This is an optimization exercise on Yosys and OpenROAD, whose aim is a short achievable clock period and few clock cycles, not a production implementation. Only simulation tests tie the RTL to the original design; equivalence was not proved. Power is estimated from default activity; no workload was simulated.

## mano_cpu
module mano_cpu #(
  parameter int ADDR_W = 12,
  parameter int MEM_AW = 8
) (
  input  logic                clk,
  input  logic                rst,
  input  logic                start,
  input  logic                mem_we,
  input  logic [MEM_AW-1:0]   mem_addr,
  input  logic [ADDR_W+3:0]   mem_wdata,
  output logic [ADDR_W+3:0]   mem_rdata,
  input  logic [7:0]          in_data,
  input  logic                in_valid,
  output logic                in_ready,
  output logic [7:0]          out_data,
  output logic                out_valid,
  input  logic                out_ready,
  output logic                running,
  output logic [ADDR_W-1:0]   pc,
  output logic [ADDR_W+3:0]   ac,
  output logic [ADDR_W+3:0]   ir,
  output logic                e,
  output logic [3:0]          sc
);
Size: about 230,000 sq um of cells after synthesis.
==> flow/config.mk <==
export PLATFORM = sky130hd
export DESIGN_NAME = mano_cpu
export DESIGN_NICKNAME = mano_cpu
export VERILOG_FILES = /design/flow/design.v
export SDC_FILE = /design/flow/constraint.sdc
export NUM_CORES = 4
export LEC_CHECK = 0
export ABC_CLOCK_PERIOD_IN_PS = 1500
export CAP_MARGIN = 20
export CELL_PAD_IN_SITES_DETAIL_PLACEMENT = 1
export CELL_PAD_IN_SITES_GLOBAL_PLACEMENT = 2
export CORE_MARGIN = 2
export CORE_UTILIZATION = 35
export SETUP_SLACK_MARGIN = 2.5
export SLEW_MARGIN = 20
export SYNTH_HIERARCHICAL = 1
export SYNTH_MEMORY_MAX_BITS = 8192
export TNS_END_PERCENT = 10
==> flow/constraint.sdc <==
create_clock -name core_clock -period 9.0 [get_ports {clk}]
set_input_delay 1.8000 -clock core_clock [delete_from_list [all_inputs] [get_ports {clk}]]
set_output_delay 1.8000 -clock core_clock [all_outputs]
set_load 0.01 [all_outputs]
standard.sh (not shown) runs the stock make flow with config.mk's settings and CLKGATE_MAP_FILE= SYNTH_SCRIPT=/design/flow/synth_recipe.tcl, a recipe that flattens the netlist after the stock synthesis.
==> flow/flow/run.sh <==
#!/bin/bash
# The standard layout (the standard.sh, whole), except that the port
# buffers are inserted as sky130_fd_sc_hd__buf_8 cells rather than the
# resizer's default pick, a delay-buffer cell that the footprint-matched
# repair cannot resize away. All of make's output goes to layout.log here;
# each ORFS step also keeps its own log under orfs/logs.
set -euo pipefail
bash standard.sh "BUFFER_PORTS_ARGS=-buffer_cell sky130_fd_sc_hd__buf_8" finish > layout.log 2>&1
Testbench counts at the start, summed over its fixed seeds: cycles 10,300.
Next try:
--- a/flow/design.v
+++ b/flow/design.v
@@ -65,29 +65,25 @@
   logic [2:0]   op_f;
   logic         ind_f, hlt_f;
   logic [11:0]  ea_f, pcn_f;
   assign op_f   = w_f[14:12];
   assign ind_f  = w_f[15] && op_f != 3'd7;
   assign ea_f   = ind_f ? ptr_f[11:0] : w_f[11:0];
   assign hlt_f  = w_f == HLT;
   logic         sk_f, bsai_f;
   assign bsai_f = ind_f && op_f == 3'd5;
+  logic ptr_case;
+  assign ptr_case = ind_f && (op_f == 3'd4 || op_f == 3'd5);
   always_comb begin
     case (op_f)
-      3'd4: begin
-        pcn_f   = ea_f;
-      end
-      3'd5: begin
-        pcn_f   = ind_f ? ea_f : inc12(w_f[11:0]);
-      end
-      default: begin
-        pcn_f   = sk_f ? pc_f + 12'd2 : inc12(pc_f);
-      end
+      3'd4:    pcn_f = w_f[11:0];
+      3'd5:    pcn_f = inc12(w_f[11:0]);
+      default: pcn_f = sk_f ? pc_f + 12'd2 : inc12(pc_f);
     endcase
   end
   logic [2:0]  op_e;
   logic [11:0] b;
   logic        mr_e, rr_e, io_e, irq_e, halt_e, skip_e, we_e;
   logic [15:0] wd_e, dr_inc;
   logic [16:0] sum_e;
   logic [11:0] pc_e1, next_pc_e;
   assign op_e   = ir_e[14:12];
@@ -200,18 +196,43 @@
       wa   = ea_e[7:0];
       wd   = wd_e;
     end
   end
   for (genvar i = 0; i < 256; i++) begin : g_mem
     always_ff @(posedge clk) begin
       if (!rst && we && wa == i[7:0]) mem[16*i +: 16] <= wd;
     end
   end
+  logic [11:0] pcn_o, pc_f_d;
+  logic        use_ptr;
+  always_comb begin
+    use_ptr = 1'b0;
+    pcn_o   = pc_f;
+    if (!s) begin
+      if (start) begin
+        if (r) pcn_o = 12'd1;
+        else begin
+          pcn_o   = pcn_f;
+          use_ptr = ptr_case;
+        end
+      end
+    end else if (v_e && halt_e) pcn_o = pc_f;
+    else if (v_e && irq_e)      pcn_o = 12'd1;
+    else if (bump)              pcn_o = inc12(pc_f);
+    else if (v_e && skip_e)     pcn_o = inc12(pc_f);
+    else if (stale_f)           pcn_o = pc_f;
+    else if (hlt_f)             pcn_o = inc12(pc_f);
+    else begin
+      pcn_o   = pcn_f;
+      use_ptr = ptr_case;
+    end
+  end
+  mano_cpu_mux12 u_pc_mux (.s(use_ptr), .a(ptr_f[11:0]), .b(pcn_o), .y(pc_f_d));
   always_ff @(posedge clk) begin
     ir_e  <= w_f;
     pc_e  <= pc_f;
     ea_e  <= ea_f;
     sk_e  <= sk_f;
     df_e  <= df_f;
   end
   always_ff @(posedge clk) begin
     if (rst) begin
@@ -231,31 +252,30 @@
       bump    <= 1'b0;
     end else begin
       if (in_valid && !fgi) begin
         inpr <= in_data;
         fgi  <= 1'b1;
       end
       if (!fgo && out_ready) fgo <= 1'b1;
       wz_pend <= 1'b0;
       bump    <= 1'b0;
+      pc_f    <= pc_f_d;
       if (!s) begin
         v_e <= 1'b0;
         if (start) begin
           s <= 1'b1;
           if (r) begin
             r       <= 1'b0;
             ien     <= 1'b0;
-            pc_f    <= 12'd1;
             wz_pend <= 1'b1;
             wz_data <= pc_f;
           end else begin
             v_e   <= 1'b1;
-            pc_f  <= pcn_f;
             bump  <= bsai_f;
           end
         end
       end else begin
         if (v_e) begin
           ir_q <= ir_e;
           ac_q <= ac_x;
           e_q  <= e_x;
           if (io_e) begin
@@ -271,38 +291,33 @@
           end
         end
         if (v_e && halt_e) begin
           s   <= 1'b0;
           v_e <= 1'b0;
           if (irq_e) r <= 1'b1;
         end else if (v_e && irq_e) begin
           v_e     <= 1'b0;
           ien     <= 1'b0;
-          pc_f    <= 12'd1;
           wz_pend <= 1'b1;
           wz_data <= next_pc_e;
         end else if (bump) begin
           v_e  <= 1'b0;
-          pc_f <= inc12(pc_f);
         end else if (v_e && skip_e) begin
           v_e   <= 1'b0;
-          pc_f  <= inc12(pc_f);
         end else if (stale_f) begin
           v_e <= 1'b0;
         end else if (hlt_f) begin
           s     <= 1'b0;
           v_e   <= 1'b0;
-          pc_f  <= inc12(pc_f);
           ir_q  <= HLT;
           if (ien_x && (fgi_x || fgo_x)) r <= 1'b1;
         end else begin
           v_e   <= 1'b1;
-          pc_f  <= pcn_f;
           bump  <= bsai_f;
         end
       end
     end
   end
 endmodule
 module mano_cpu_rd (
   input  logic [4095:0] m,
   input  logic [7:0]    a,
@@ -348,9 +363,17 @@
   input  logic [15:0] x,
   output logic [15:0] y
 );
   logic [15:0] c;
   always_comb begin
     for (int i = 0; i < 16; i++) c[i] = &(x | ~((16'd1 << i) - 16'd1));
     y = x ^ c;
   end
 endmodule
+module mano_cpu_mux12 (
+  input  logic        s,
+  input  logic [11:0] a,
+  input  logic [11:0] b,
+  output logic [11:0] y
+);
+  assign y = s ? a : b;
+endmodule
Count of clock-buffer cells in the layout falls by 71.
Critical path depth falls by 9.
Cell area falls slightly.
Sequential cell count does not change.
Total power falls by a little under a tenth.
Register-to-register slack improved by 0.24 ns.
Testbench counts after the change, summed over its fixed seeds: cycles 10,300.

port drivers added, routing unchanged:
The results above use ideal ports. As a check the final layouts listed here were re-extracted and re-timed, cells and wires unchanged.
Step 1: set_driving_cell puts a clkbuf_16 on clk and a buf_2 on each other input, an assumption about the parent block.
Step 2 times the ports against the registers' clock, not the clock port: input delays grow and output delays shrink by t, the midpoint of the rising clock arrivals with the driver on.
a / b / c = no drivers / after step 1 / after step 2; a / b = the first two.
| run | t (ns) | setup slack, ns | worst data-port slew with drivers (ns) |
|---|---|---|---|
| the first run | 1.256 | 1.674 / 1.674 / 0.835 | 0.09 |
| the second run | 1.216 | 1.617 / 1.569 / 0.743 | 0.12 |
After both steps every run listed still meets setup and hold. The setup slack of the second run, which loses most, moves by -0.048 ns with the drivers and by -0.874 ns with both steps.
